Context: an optimization exercise on an open-source flow, tuned for small area, a short achievable clock period and few clock cycles per item. The choices shown serve that exercise and are no tape-out recipe.
In this exercise RTL edits were held to simulation tests only and were not proved equivalent to the original.

### config.mk
export PLATFORM = sky130hd
export DESIGN_NAME = tanh_neuron_backprop_unit
export DESIGN_NICKNAME = tanh_neuron_backprop_unit
export VERILOG_FILES = /design/flow/design.v
export SDC_FILE = /design/flow/constraint.sdc
export NUM_CORES = 4
export LEC_CHECK = 0
export CAP_MARGIN = 20
export CORE_MARGIN = 2
export CORE_UTILIZATION = 40
export SLEW_MARGIN = 20
### constraint.sdc
create_clock -name core_clock -period 12.0 [get_ports {clock}]
set_input_delay 2.4000 -clock core_clock [delete_from_list [all_inputs] [get_ports {clock}]]
set_output_delay 2.4000 -clock core_clock [all_outputs]
set_load 0.01 [all_outputs]
### design.v
`default_nettype none
module tnbp_tanh_lut (
   input  wire logic [7:0]         bin,
   output logic signed [15:0]      tanh_value,
   output logic [12:0]             deriv
);
   logic [6:0]  idx;
   logic [11:0] mag;
   logic signed [15:0] mag_s;
   assign idx = bin[7] ? bin[6:0] : ~bin[6:0];
   always_comb begin
      case (idx)
         7'd0: begin mag = 12'h040; deriv = 13'h0fff; end
         7'd1: begin mag = 12'h0c0; deriv = 13'h0ff7; end
         7'd2: begin mag = 12'h13f; deriv = 13'h0fe8; end
         7'd3: begin mag = 12'h1be; deriv = 13'h0fd0; end
         7'd4: begin mag = 12'h23c; deriv = 13'h0fb1; end
         7'd5: begin mag = 12'h2b9; deriv = 13'h0f8a; end
         7'd6: begin mag = 12'h335; deriv = 13'h0f5c; end
         7'd7: begin mag = 12'h3af; deriv = 13'h0f27; end
         7'd8: begin mag = 12'h427; deriv = 13'h0eed; end
         7'd9: begin mag = 12'h49d; deriv = 13'h0eac; end
         7'd10: begin mag = 12'h512; deriv = 13'h0e65; end
         7'd11: begin mag = 12'h584; deriv = 13'h0e1a; end
         7'd12: begin mag = 12'h5f3; deriv = 13'h0dca; end
         7'd13: begin mag = 12'h660; deriv = 13'h0d76; end
         7'd14: begin mag = 12'h6cb; deriv = 13'h0d1e; end
         7'd15: begin mag = 12'h732; deriv = 13'h0cc4; end
         7'd16: begin mag = 12'h797; deriv = 13'h0c67; end
         7'd17: begin mag = 12'h7f9; deriv = 13'h0c07; end
         7'd18: begin mag = 12'h857; deriv = 13'h0ba8; end
         7'd19: begin mag = 12'h8b3; deriv = 13'h0b46; end
         7'd20: begin mag = 12'h90c; deriv = 13'h0ae3; end
         7'd21: begin mag = 12'h961; deriv = 13'h0a81; end
         7'd22: begin mag = 12'h9b4; deriv = 13'h0a1e; end
         7'd23: begin mag = 12'ha03; deriv = 13'h09bd; end
         7'd24: begin mag = 12'ha4f; deriv = 13'h095c; end
         7'd25: begin mag = 12'ha99; deriv = 13'h08fc; end
         7'd26: begin mag = 12'hadf; deriv = 13'h089e; end
         7'd27: begin mag = 12'hb23; deriv = 13'h0840; end
         7'd28: begin mag = 12'hb63; deriv = 13'h07e6; end
         7'd29: begin mag = 12'hba1; deriv = 13'h078d; end
         7'd30: begin mag = 12'hbdc; deriv = 13'h0736; end
         7'd31: begin mag = 12'hc14; deriv = 13'h06e2; end
         7'd32: begin mag = 12'hc4a; deriv = 13'h0690; end
         7'd33: begin mag = 12'hc7d; deriv = 13'h0641; end
         7'd34: begin mag = 12'hcae; deriv = 13'h05f4; end
         7'd35: begin mag = 12'hcdd; deriv = 13'h05a9; end
         7'd36: begin mag = 12'hd09; deriv = 13'h0562; end
         7'd37: begin mag = 12'hd33; deriv = 13'h051d; end
         7'd38: begin mag = 12'hd5b; deriv = 13'h04db; end
         7'd39: begin mag = 12'hd80; deriv = 13'h049c; end
         7'd40: begin mag = 12'hda4; deriv = 13'h045f; end
         7'd41: begin mag = 12'hdc6; deriv = 13'h0425; end
         7'd42: begin mag = 12'hde7; deriv = 13'h03ec; end
         7'd43: begin mag = 12'he05; deriv = 13'h03b8; end
         7'd44: begin mag = 12'he22; deriv = 13'h0385; end
         7'd45: begin mag = 12'he3d; deriv = 13'h0355; end
         7'd46: begin mag = 12'he57; deriv = 13'h0326; end
         7'd47: begin mag = 12'he70; deriv = 13'h02f9; end
         7'd48: begin mag = 12'he87; deriv = 13'h02d0; end
         7'd49: begin mag = 12'he9d; deriv = 13'h02a8; end
         7'd50: begin mag = 12'heb1; deriv = 13'h0283; end
         7'd51: begin mag = 12'hec5; deriv = 13'h025e; end
         7'd52: begin mag = 12'hed7; deriv = 13'h023d; end
         7'd53: begin mag = 12'hee9; deriv = 13'h021b; end
         7'd54: begin mag = 12'hef9; deriv = 13'h01fe; end
         7'd55: begin mag = 12'hf08; deriv = 13'h01e1; end
         7'd56: begin mag = 12'hf17; deriv = 13'h01c5; end
         7'd57: begin mag = 12'hf25; deriv = 13'h01ab; end
         7'd58: begin mag = 12'hf32; deriv = 13'h0192; end
         7'd59: begin mag = 12'hf3e; deriv = 13'h017b; end
         7'd60: begin mag = 12'hf49; deriv = 13'h0166; end
         7'd61: begin mag = 12'hf54; deriv = 13'h0151; end
         7'd62: begin mag = 12'hf5e; deriv = 13'h013e; end
         7'd63: begin mag = 12'hf68; deriv = 13'h012b; end
         7'd64: begin mag = 12'hf71; deriv = 13'h011a; end
         7'd65: begin mag = 12'hf7a; deriv = 13'h0108; end
         7'd66: begin mag = 12'hf82; deriv = 13'h00f9; end
         7'd67: begin mag = 12'hf89; deriv = 13'h00eb; end
         7'd68: begin mag = 12'hf90; deriv = 13'h00dd; end
         7'd69: begin mag = 12'hf97; deriv = 13'h00d0; end
         7'd70: begin mag = 12'hf9d; deriv = 13'h00c4; end
         7'd71: begin mag = 12'hfa3; deriv = 13'h00b8; end
         7'd72: begin mag = 12'hfa9; deriv = 13'h00ad; end
         7'd73: begin mag = 12'hfae; deriv = 13'h00a3; end
         7'd74: begin mag = 12'hfb3; deriv = 13'h0099; end
         7'd75: begin mag = 12'hfb8; deriv = 13'h008f; end
         7'd76: begin mag = 12'hfbc; deriv = 13'h0087; end
         7'd77: begin mag = 12'hfc0; deriv = 13'h007f; end
         7'd78: begin mag = 12'hfc4; deriv = 13'h0078; end
         7'd79: begin mag = 12'hfc7; deriv = 13'h0072; end
         7'd80: begin mag = 12'hfcb; deriv = 13'h006a; end
         7'd81: begin mag = 12'hfce; deriv = 13'h0064; end
         7'd82: begin mag = 12'hfd1; deriv = 13'h005e; end
         7'd83: begin mag = 12'hfd4; deriv = 13'h0058; end
         7'd84: begin mag = 12'hfd7; deriv = 13'h0052; end
         7'd85: begin mag = 12'hfd9; deriv = 13'h004e; end
         7'd86: begin mag = 12'hfdb; deriv = 13'h004a; end
         7'd87: begin mag = 12'hfde; deriv = 13'h0044; end
         7'd88: begin mag = 12'hfe0; deriv = 13'h0040; end
         7'd89: begin mag = 12'hfe2; deriv = 13'h003c; end
         7'd90: begin mag = 12'hfe3; deriv = 13'h003a; end
         7'd91: begin mag = 12'hfe5; deriv = 13'h0036; end
         7'd92: begin mag = 12'hfe7; deriv = 13'h0032; end
         7'd93: begin mag = 12'hfe8; deriv = 13'h0030; end
         7'd94: begin mag = 12'hfea; deriv = 13'h002c; end
         7'd95: begin mag = 12'hfeb; deriv = 13'h002a; end
         7'd96: begin mag = 12'hfec; deriv = 13'h0028; end
         7'd97: begin mag = 12'hfee; deriv = 13'h0024; end
         7'd98: begin mag = 12'hfef; deriv = 13'h0022; end
         7'd99: begin mag = 12'hff0; deriv = 13'h0020; end
         7'd100: begin mag = 12'hff1; deriv = 13'h001e; end
         7'd101: begin mag = 12'hff2; deriv = 13'h001c; end
         7'd102: begin mag = 12'hff2; deriv = 13'h001c; end
         7'd103: begin mag = 12'hff3; deriv = 13'h001a; end
         7'd104: begin mag = 12'hff4; deriv = 13'h0018; end
         7'd105: begin mag = 12'hff5; deriv = 13'h0016; end
         7'd106: begin mag = 12'hff5; deriv = 13'h0016; end
         7'd107: begin mag = 12'hff6; deriv = 13'h0014; end
         7'd108: begin mag = 12'hff7; deriv = 13'h0012; end
         7'd109: begin mag = 12'hff7; deriv = 13'h0012; end
         7'd110: begin mag = 12'hff8; deriv = 13'h0010; end
         7'd111: begin mag = 12'hff8; deriv = 13'h0010; end
         7'd112: begin mag = 12'hff9; deriv = 13'h000e; end
         7'd113: begin mag = 12'hff9; deriv = 13'h000e; end
         7'd114: begin mag = 12'hffa; deriv = 13'h000c; end
         7'd115: begin mag = 12'hffa; deriv = 13'h000c; end
         7'd116: begin mag = 12'hffa; deriv = 13'h000c; end
         7'd117: begin mag = 12'hffb; deriv = 13'h000a; end
         7'd118: begin mag = 12'hffb; deriv = 13'h000a; end
         7'd119: begin mag = 12'hffb; deriv = 13'h000a; end
         7'd120: begin mag = 12'hffc; deriv = 13'h0008; end
         7'd121: begin mag = 12'hffc; deriv = 13'h0008; end
         7'd122: begin mag = 12'hffc; deriv = 13'h0008; end
         7'd123: begin mag = 12'hffc; deriv = 13'h0008; end
         7'd124: begin mag = 12'hffd; deriv = 13'h0006; end
         7'd125: begin mag = 12'hffd; deriv = 13'h0006; end
         7'd126: begin mag = 12'hffd; deriv = 13'h0006; end
         7'd127: begin mag = 12'hffd; deriv = 13'h0006; end
         default: begin mag = 12'h000; deriv = 13'h0000; end
      endcase
   end
   assign mag_s = {4'b0000, mag};
   assign tanh_value = bin[7] ? mag_s : -mag_s;
endmodule
`default_nettype wire
`default_nettype none
module tanh_neuron_backprop_unit #(
   parameter int NUM_INPUTS = 64
) (
   input  wire logic               clock,
   input  wire logic               reset,
   input  wire logic               req_valid,
   output logic                    req_ready,
   input  wire logic [2:0]         req_cmd,
   input  wire logic [5:0]         req_element_index,
   input  wire logic signed [15:0] req_value,
   input  wire logic signed [15:0] req_link_weight,
   input  wire logic               req_last,
   output logic                    rsp_valid,
   input  wire logic               rsp_ready,
   output logic [1:0]              rsp_kind,
   output logic signed [15:0]      rsp_result_value,
   output logic [5:0]              rsp_result_index,
   output logic                    rsp_saturated,
   input  wire logic               csr_valid,
   output logic                    csr_ready,
   input  wire logic [1:0]         csr_index,
   input  wire logic [15:0]        csr_data
);
   localparam logic [2:0] CMD_FORWARD = 3'd0;
   localparam logic [2:0] CMD_TARGET  = 3'd1;
   localparam logic [2:0] CMD_HIDDEN  = 3'd2;
   localparam logic [2:0] CMD_UPDATE  = 3'd3;
   localparam logic [2:0] CMD_LOAD    = 3'd4;
   localparam logic [1:0] KIND_OUTPUT   = 2'd0;
   localparam logic [1:0] KIND_GRADIENT = 2'd1;
   localparam logic [1:0] KIND_WEIGHT   = 2'd2;
   logic                      rdy_ff;
   logic                      s0_v, sk_v;
   logic [2:0]                s0_cmd, sk_cmd;
   logic [5:0]                s0_idx, sk_idx;
   logic signed [15:0]        s0_val, sk_val, s0_lw, sk_lw;
   logic                      s0_last, sk_last;
   logic                      accept, issue, s0_take;
   logic                      s0_v_in, sk_v_in;
   assign req_ready = rdy_ff;
   assign csr_ready = 1'b1;
   assign accept    = req_valid && rdy_ff;
   assign s0_take   = !s0_v || issue;
   always_ff @(posedge clock) begin
      if (accept) begin
         sk_cmd  <= req_cmd;
         sk_idx  <= req_element_index;
         sk_val  <= req_value;
         sk_lw   <= req_link_weight;
         sk_last <= req_last;
      end
      if (s0_take) begin
         if (sk_v) begin
            s0_cmd  <= sk_cmd;
            s0_idx  <= sk_idx;
            s0_val  <= sk_val;
            s0_lw   <= sk_lw;
            s0_last <= sk_last;
         end else begin
            s0_cmd  <= req_cmd;
            s0_idx  <= req_element_index;
            s0_val  <= req_value;
            s0_lw   <= req_link_weight;
            s0_last <= req_last;
         end
      end
   end
   always_comb begin
      if (s0_take) begin
         s0_v_in = sk_v || accept;
         sk_v_in = 1'b0;
      end else begin
         s0_v_in = 1'b1;
         sk_v_in = sk_v || accept;
      end
   end
   always_ff @(posedge clock) begin
      if (reset) begin
         s0_v   <= 1'b0;
         sk_v   <= 1'b0;
         rdy_ff <= 1'b1;
      end else begin
         s0_v   <= s0_v_in;
         sk_v   <= sk_v_in;
         rdy_ff <= !(s0_v_in && sk_v_in);
      end
   end
   logic [15:0]               eta_ff, alpha_ff;
   logic signed [31:0]        acc_ff;
   logic signed [15:0]        out_ff;
   logic [12:0]               deriv_ff;
   logic signed [15:0]        grad_ff;
   logic signed [31:0]        eg_ff;       
   logic                      eg_pend;
   logic signed [15:0]        wmem [64];
   logic signed [15:0]        dmem [64];
   logic                      s1_fwd, s1_tgt, s1_hid, s1_upd, s1_ld, s1_eg, s1_last;
   logic [5:0]                s1_idx;
   logic signed [15:0]        s1_w;
   logic signed [16:0]        m1a;
   logic signed [15:0]        m1b;
   logic signed [15:0]        m2b;
   logic                      s2_fwd, s2_tgt, s2_hid, s2_upd, s2_ld, s2_last;
   logic [5:0]                s2_idx;
   logic signed [15:0]        s2_w;
   logic signed [32:0]        p1_ff;
   logic signed [47:0]        p2_ff;
   logic                      s3_hl, s4_hl;
   logic s0_fwd, s0_tgt, s0_hid, s0_upd, s0_ld, s0_res;
   logic hz_mem, hz_out, hz_ord, hz_eg, hz_cred, eg_go;
   logic [2:0] pcnt;
   logic signed [15:0] w_rd, d_rd;
   logic signed [15:0] g_src;
   logic signed [16:0] m1a_in;
   logic signed [15:0] m1b_in;
   assign s0_fwd = (s0_cmd == CMD_FORWARD);
   assign s0_tgt = (s0_cmd == CMD_TARGET);
   assign s0_hid = (s0_cmd == CMD_HIDDEN);
   assign s0_upd = (s0_cmd == CMD_UPDATE);
   assign s0_ld  = (s0_cmd == CMD_LOAD);
   assign s0_res = (s0_fwd && s0_last) || s0_tgt || (s0_hid && s0_last) || s0_upd;
   assign hz_mem  = (s0_fwd || s0_upd) &&
                    (((s1_upd || s1_ld) && s1_idx == s0_idx) ||
                     ((s2_upd || s2_ld) && s2_idx == s0_idx));
   assign hz_out  = s0_tgt && ((s1_fwd && s1_last) || (s2_fwd && s2_last));
   assign hz_ord  = s0_res && ((s1_hid && s1_last) || (s2_hid && s2_last));
   assign hz_eg   = s0_upd && eg_pend;
   assign hz_cred = s0_res && (pcnt == 3'd4);
   assign eg_go   = eg_pend && !(s1_tgt || (s1_hid && s1_last) || (s2_hid && s2_last) || s3_hl);
   assign issue   = s0_v && !eg_go && !hz_mem && !hz_out && !hz_ord && !hz_eg && !hz_cred;
   logic signed [16:0] eta_s, alpha_s;
   logic signed [15:0] deriv_s;
   assign eta_s   = {1'b0, eta_ff};
   assign alpha_s = {1'b0, alpha_ff};
   assign deriv_s = {3'b000, deriv_ff};
   assign w_rd = wmem[s0_idx];
   assign d_rd = dmem[s0_idx];
   logic signed [15:0] g2_val, g4_val;
   logic               g2_flag, g4_flag;
   always_comb begin
      if (s2_tgt) g_src = g2_val;
      else if (s4_hl) g_src = g4_val;
      else g_src = grad_ff;
   end
   always_comb begin
      if (eg_go) begin
         m1a_in = eta_s;
         m1b_in = g_src;
      end else begin
         case (s0_cmd)
            CMD_TARGET: begin
               m1a_in = 17'(s0_val) - 17'(out_ff);
               m1b_in = deriv_s;
            end
            CMD_HIDDEN: begin
               m1a_in = 17'(s0_val);
               m1b_in = s0_lw;
            end
            CMD_UPDATE: begin
               m1a_in = alpha_s;
               m1b_in = d_rd;
            end
            default: begin
               m1a_in = 17'(s0_val);
               m1b_in = w_rd;
            end
         endcase
      end
   end
   always_ff @(posedge clock) begin
      m1a    <= m1a_in;
      m1b    <= m1b_in;
      s1_idx <= s0_idx;
      s1_last <= s0_last;
      s1_w   <= s0_ld ? s0_val : w_rd;
      m2b    <= (s2_hid && s2_last) ? deriv_s : s0_val;
   end
   always_ff @(posedge clock) begin
      if (reset) begin
         s1_fwd <= 1'b0;
         s1_tgt <= 1'b0;
         s1_hid <= 1'b0;
         s1_upd <= 1'b0;
         s1_ld  <= 1'b0;
         s1_eg  <= 1'b0;
      end else begin
         s1_fwd <= issue && s0_fwd;
         s1_tgt <= issue && s0_tgt;
         s1_hid <= issue && s0_hid;
         s1_upd <= issue && s0_upd;
         s1_ld  <= issue && s0_ld;
         s1_eg  <= eg_go;
      end
   end
   logic signed [32:0] m1_prod;
   logic signed [47:0] m2_prod;
   assign m1_prod = 33'(m1a) * 33'(m1b);
   assign m2_prod = 48'(eg_ff) * 48'(m2b);
   always_ff @(posedge clock) begin
      p1_ff   <= m1_prod;
      p2_ff   <= m2_prod;
      s2_idx  <= s1_idx;
      s2_last <= s1_last;
      s2_w    <= s1_w;
   end
   always_ff @(posedge clock) begin
      if (reset) begin
         s2_fwd <= 1'b0;
         s2_tgt <= 1'b0;
         s2_hid <= 1'b0;
         s2_upd <= 1'b0;
         s2_ld  <= 1'b0;
         s3_hl  <= 1'b0;
         s4_hl  <= 1'b0;
      end else begin
         s2_fwd <= s1_fwd;
         s2_tgt <= s1_tgt;
         s2_hid <= s1_hid;
         s2_upd <= s1_upd;
         s2_ld  <= s1_ld;
         s3_hl  <= s2_hid && s2_last;
         s4_hl  <= s3_hl;
      end
   end
   logic signed [32:0] acc_sum;
   logic signed [31:0] acc_sat;
   logic               acc_inr;
   logic [7:0]         bin;
   logic signed [15:0] tanh_value;
   logic [12:0]        tanh_deriv;
   assign acc_sum = 33'(acc_ff) + 33'(p1_ff >>> 12);
   always_comb begin
      if (acc_sum[32] != acc_sum[31]) begin
         acc_sat = acc_sum[32] ? 32'sh8000_0000 : 32'sh7FFF_FFFF;
      end else begin
         acc_sat = acc_sum[31:0];
      end
   end
   assign acc_inr = (acc_sum[32:14] == '0) || (acc_sum[32:14] == '1);
   always_comb begin
      if (acc_inr) bin = {~acc_sum[14], acc_sum[13:7]};
      else bin = acc_sum[32] ? 8'd0 : 8'd255;
   end
   tnbp_tanh_lut u_tanh (
      .bin        (bin),
      .tanh_value (tanh_value),
      .deriv      (tanh_deriv)
   );
   logic signed [20:0] p1_hi;
   assign p1_hi = p1_ff[32:12];
   always_comb begin
      if (p1_hi > 21'sd32767) begin
         g2_val = 16'sh7FFF; g2_flag = 1'b1;
      end else if (p1_hi < -21'sd32768) begin
         g2_val = 16'sh8000; g2_flag = 1'b1;
      end else begin
         g2_val = p1_hi[15:0]; g2_flag = 1'b0;
      end
   end
   logic signed [35:0] p2_hi;
   assign p2_hi = p2_ff[47:12];
   always_comb begin
      if (p2_hi > 36'sd32767) begin
         g4_val = 16'sh7FFF; g4_flag = 1'b1;
      end else if (p2_hi < -36'sd32768) begin
         g4_val = 16'sh8000; g4_flag = 1'b1;
      end else begin
         g4_val = p2_hi[15:0]; g4_flag = 1'b0;
      end
   end
   logic signed [35:0] upd_x;
   logic signed [19:0] d_raw;
   logic signed [15:0] d_val, w_val;
   logic               d_flag, w_flag;
   logic signed [16:0] w_raw;
   assign upd_x = p2_hi + 36'(p1_ff);
   assign d_raw = upd_x[35:16];
   always_comb begin
      if (d_raw > 20'sd32767) begin
         d_val = 16'sh7FFF; d_flag = 1'b1;
      end else if (d_raw < -20'sd32768) begin
         d_val = 16'sh8000; d_flag = 1'b1;
      end else begin
         d_val = d_raw[15:0]; d_flag = 1'b0;
      end
   end
   assign w_raw = 17'(s2_w) + 17'(d_val);
   always_comb begin
      if (w_raw > 17'sd32767) begin
         w_val = 16'sh7FFF; w_flag = 1'b1;
      end else if (w_raw < -17'sd32768) begin
         w_val = 16'sh8000; w_flag = 1'b1;
      end else begin
         w_val = w_raw[15:0]; w_flag = 1'b0;
      end
   end
   logic signed [15:0] w_wd, d_wd;
   assign w_wd = s2_ld ? s2_w : w_val;
   assign d_wd = reset ? 16'sd0 : d_val;
   always_ff @(posedge clock) begin
      for (int k = 0; k < 64; k++) begin
         if ((s2_upd || s2_ld) && s2_idx == 6'(k)) begin
            wmem[k] <= w_wd;
         end
         if (reset || (s2_upd && s2_idx == 6'(k))) begin
            dmem[k] <= d_wd;
         end
      end
   end
   always_ff @(posedge clock) begin
      if (reset) begin
         acc_ff   <= '0;
         out_ff   <= '0;
         deriv_ff <= 13'd4096;
         grad_ff  <= '0;
      end else begin
         if (s2_fwd || s2_hid) begin
            acc_ff <= s2_last ? 32'sd0 : acc_sat;
         end
         if (s2_fwd && s2_last) begin
            out_ff   <= tanh_value;
            deriv_ff <= tanh_deriv;
         end
         if (s2_tgt) begin
            grad_ff <= g2_val;
         end else if (s4_hl) begin
            grad_ff <= g4_val;
         end
      end
   end
   always_ff @(posedge clock) begin
      if (reset) begin
         eg_ff <= '0;
      end else if (s1_eg) begin
         eg_ff <= m1_prod[31:0];
      end else if (s2_hid && s2_last) begin
         eg_ff <= acc_sat;
      end
   end
   always_ff @(posedge clock) begin
      if (reset) begin
         eg_pend <= 1'b0;
      end else if ((issue && (s0_tgt || (s0_hid && s0_last))) ||
                   (csr_valid && csr_index == 2'd0)) begin
         eg_pend <= 1'b1;
      end else if (eg_go) begin
         eg_pend <= 1'b0;
      end
   end
   always_ff @(posedge clock) begin
      if (reset) begin
         eta_ff   <= 16'd9830;
         alpha_ff <= 16'd6554;
      end else if (csr_valid) begin
         if (csr_index == 2'd0) begin
            eta_ff <= csr_data;
         end else if (csr_index == 2'd1) begin
            alpha_ff <= csr_data;
         end
      end
   end
   logic        q_we;
   logic [24:0] q_wd;
   logic [24:0] q_mem [4];
   logic [1:0]  q_wp, q_rp;
   logic        xfer;
   logic [24:0] q_head;
   always_comb begin
      q_we = 1'b1;
      if (s2_fwd && s2_last) q_wd = {KIND_OUTPUT, tanh_value, 6'd0, 1'b0};
      else if (s2_tgt)       q_wd = {KIND_GRADIENT, g2_val, 6'd0, g2_flag};
      else if (s2_upd)       q_wd = {KIND_WEIGHT, w_val, s2_idx, d_flag || w_flag};
      else begin
         q_wd = {KIND_GRADIENT, g4_val, 6'd0, g4_flag};
         q_we = s4_hl;
      end
   end
   assign xfer = rsp_valid && rsp_ready;
   always_ff @(posedge clock) begin
      if (q_we) q_mem[q_wp] <= q_wd;
   end
   always_ff @(posedge clock) begin
      if (reset) begin
         q_wp <= '0;
         q_rp <= '0;
         pcnt <= '0;
      end else begin
         if (q_we) q_wp <= q_wp + 2'd1;
         if (xfer) q_rp <= q_rp + 2'd1;
         pcnt <= pcnt + 3'(issue && s0_res) - 3'(xfer);
      end
   end
   logic [2:0] q_cnt;
   logic       rv_ff;
   logic [2:0] q_cnt_in;
   assign q_cnt_in = q_cnt + 3'(q_we) - 3'(xfer);
   always_ff @(posedge clock) begin
      if (reset) begin
         q_cnt <= '0;
         rv_ff <= 1'b0;
      end else begin
         q_cnt <= q_cnt_in;
         rv_ff <= (q_cnt_in != 3'd0);
      end
   end
   assign rsp_valid = rv_ff;
   assign q_head           = q_mem[q_rp];
   assign rsp_kind         = q_head[24:23];
   assign rsp_result_value = q_head[22:7];
   assign rsp_result_index = q_head[6:1];
   assign rsp_saturated    = q_head[0];
endmodule
`default_nettype wire
### run.sh
#!/bin/bash
# synth_recipe.tcl (not shown) runs the flow's synth.tcl, then flattens the netlist and writes it again
# the make line also repeats each setting of config.mk as NAME=value (left out here)
make -C /OpenROAD-flow-scripts/flow DESIGN_CONFIG=/design/flow/config.mk WORK_HOME=/design/flow/orfs CLKGATE_MAP_FILE= SYNTH_SCRIPT=/design/flow/synth_recipe.tcl finish
==> metrics.md <==
| Metric | Value |
|---|---|
| Worst reg2reg startpoint | p2_ff[13] |
| Total Routing Usage GR | 0.316 |
| Reg area | 73,700 um^2 |
| Most common cell after layout, fill and taps aside | edfxtp_1 |
| EDFF count, synth | 2,232 |
| Clock Sinks | 2,567 |
| Worst hold slack | 0.321 ns |
| Number of max-cap violations | 0 |
| Synth Flop Type | edfxtp_1 |
| Post-route setup slack | 2.56 ns |
| CP Launch Type | flip-flop |
| Pin count of the biggest net entering global routing | 83 |
| Global-route wire length before repair | 715,000 um |
| Routed WL per cell | about 36 um |
| Vias in the first global route | about 90k |
| Die H | 569 um |
| Met1 usage in global routing | 0.384 |
| Synth Area in Adders | 0.151 |
| Crit path kind | reg2reg |
| Fin cells | 14.4k |
| Rows | a little over 200 |
| Worst EP arrival | 9.99 ns |
| Initial antenna violation count | 19 |
| Top delay family on crit path | compound AO/OA/AOI/OAI gates |
| Post-CTS Hold Buffers | 0 |
| Remaining DRCs | 0 |
| Seq/Total Area, Yosys | 0.576 |
| Post-synth cell types | between 100 and 150 |
| Syn Nets | 11.0k |
| Syn_area_per_cell | 13.0 um^2 |
| XOR/XNOR share of the synthesized area | 0.0125 |
| Crit path required time | 12.56 ns |
| Cts repair resizes | 0 |
| Setup Skew | about 0.085 ns |
| Slew Limit Headroom | 0.135 |
| # setup viols final | 0 |
| Drt first pass iters | 7 |
| Multi-input gate area in the final layout | 50,500 um^2 |
| Main combinational cell family by area after synthesis | adder cells |
| Worst-Skew Late Latency | about 0.90 ns |
| Placed insts | 13.9k |
| Outcome | timing/DRC/antenna clean |
| CTS root buf | clkbuf_16 |
| Synth Instances | 9,867 |
| Clock period minus worst slack | 9.44 ns |
| CP Capture Type | flip-flop |
| Post-synth ARST share | 0 |
| GR peak layer | met2 |
| Complex-gate fraction of the synthesized area | 0.119 |
| Die area | between 300,000 and 400,000 um^2 |
| Worst r2r dst | q_mem[0][17] |
| Routability Congestion | 0.934 |
| Commonest cells after routing, fill and taps aside | edfxtp_1, inv_1, nand2_1 |
| RSZ-0062 raised after global routing | no |
| Setup TNS | 0 ns |
| Reg-to-reg slack, setup | 2.56 ns |
| Reg2Reg Depth | 34 |
| Instance count on the critical path | 34 |
| Simple-gate portion of the synthesized area | 0.0896 |
| CTS tree | done |
| Setup Fix Bufs, Post-CTS | 0 |
| Nets | 11.2k |
| Drt via density | 6.38 |
| Fin util | 0.456 |
| Syn Std Cell Area | between 100,000 and 150,000 um^2 |
| GR Util met3 | 0.0883 |
| Worst hold endpoint | s2_w[12] |
| Initial Util | 0.402 |
| CP max stage delay | 0.90 ns |
| DP HPWL | 329,000 um |
| Core Area | 318,000 um^2 |
| Most frequent CP cell | a21oi_1 |
| Post-synthesis register bit count | 2,567 |
| Post-synthesis mux area share | 0.00985 |
| Area delta synth->final | 13.3% |
| Fin area | 145,000 um^2 |
| Final period util | 0.786 |
| CP max FO | 16 |
| Worst Hold Path Cells | 0 |
| Fmax | 106 MHz |
| Share of cells above drive strength 1 | 0.108 |
| Routed WL | ~520,000 um |
| Dpl cell area | approximately 140,000 um^2 |
| Die span in x | between 500 and 600 um |
| Clk pin slew, worst setup/hold paths | approximately 0.060 ns |
| Routed Antenna Nets | 0 |
| H-tree levels | 5 |
| Buffers on Ports | slightly above 90 |
| Least-Margin Pin Slew | 1.29 ns |
| Worst hold path class | reg2reg |
| Worst path buffer plus inverter count | 0 |
| Iter 0 DRT Violations | between 10k and 15k |
| GR Util met2 | 0.497 |
| Worst Hold Launch | s1_w[12] |
| Grt total ovfl | 0 |
| Final hold vios | 0 |
| I/O pin count | between 90 and 100 |
| Place WS | 2.88 ns |
| CP max stage cell | o21ai_0 |
| Max-slew violation count | 0 |
| DR vias | about 92k |
| Synth Warn # | 4 |
| Fillers | 28.2k |
| Clock Path Buffers | 4 |
| CTS buffer count | 274 |
per-layer routing:
layer,up-vias,share of wire
li1,36400,-
met1,46800,0.34
met2,7076,0.45
met3,1810,0.13
met4,11,0.081
met5,-,0.00035
registers in the layout, indices dropped and copies added (netlist names), 17 cells and up, named ones only:
register and cells:
wmem 1024, p2_ff 36, p1_ff 33, q_mem 100
dmem 1024, eg_ff 32, m1a 17, acc_ff 32
how the worst max path moves through the flow:
stage                         start           end
after global placement     p1_ff[1]  q_mem[0][17]
after detailed placement  p2_ff[13]  q_mem[3][13]
after floorplan            p1_ff[1]   wmem[0][12]
final                     p2_ff[13]  q_mem[0][17]
after global routing      p2_ff[13]  q_mem[0][17]
after CTS                 p2_ff[13]  q_mem[0][13]
cell usage after synthesis (all sizes together), types with 53 or more instances:
cell type  number  share of area
edfxtp       2232           0.52
nand2         857          0.025
inv           856          0.025
fa            766           0.12
a22oi         658          0.039
nor2          498          0.015
clkbuf        480          0.014
a21oi         385          0.015
dfxtp         335          0.052
and2          327          0.016
ha            317          0.031
o21ai         317          0.013
nand4         204          0.010
a221oi        203          0.014
a22o          185          0.013
xnor2         128         0.0088
nand3         121         0.0048
nor3          105         0.0042
nand2b         75         0.0037
buf            71         0.0025
xor2           53         0.0036
layout make-up:
class,instances,area share
Inverter,856,0.0222
Antenna cell,16,0.000276
Clock inverter,135,0.00720
Multi-Input combinational cell,5893,0.348
Clock buffer,343,0.0508
Sequential cell,2567,0.509
Tap cell,4180,0.0361
Timing Repair Buffer,441,0.0266
kinds of logic (layout without fill, tap and decap cells):
kind of cell / count (synthesis) / count (layout)
AOI/OAI and AO/OA: 2141 / 2141
xor gates and xnor gates: 181 / 181
adders and majority gates: 1089 / 1089
buffers and inverters: 1407 / 1775
DFF: 2567 / 2567
muxes: 89 / 89
other: 1 / 17
and+or+nand+nor: 2392 / 2392
Testbench counts, summed over its fixed seeds: cycles 9,208, commands 8,792.

what the ideal ports hide:
The results above use ideal ports. As a check the final layout listed here was re-extracted and re-timed, cells and wires unchanged. Step 1 sets driving cells, clkbuf_16 on the clock port and buf_2 on the other inputs (assumed; they add their load-dependent delay and slew). Step 2 adds t to the input delays and takes it off the output delays; t is the mean of the earliest and latest rising clock arrival at the registers after step 1. Input paths then give back, and output paths get back, about the clock's delay inside the block. a / b / c = no drivers / after step 1 / after step 2; a / b = the first two.
t (ns): 0.949
setup WS [ns]: 2.564 / 2.564 / 2.564
worst hold slack (ns): 0.321 / 0.321 / 0.321
latest minus earliest clock arrival (ns): 0.087 / 0.087
cell pins on the clock port's net: 1
After both steps setup and hold are still met in this run. The setup slack of this run moves by 0.000 ns with the drivers and by 0.000 ns with both steps.
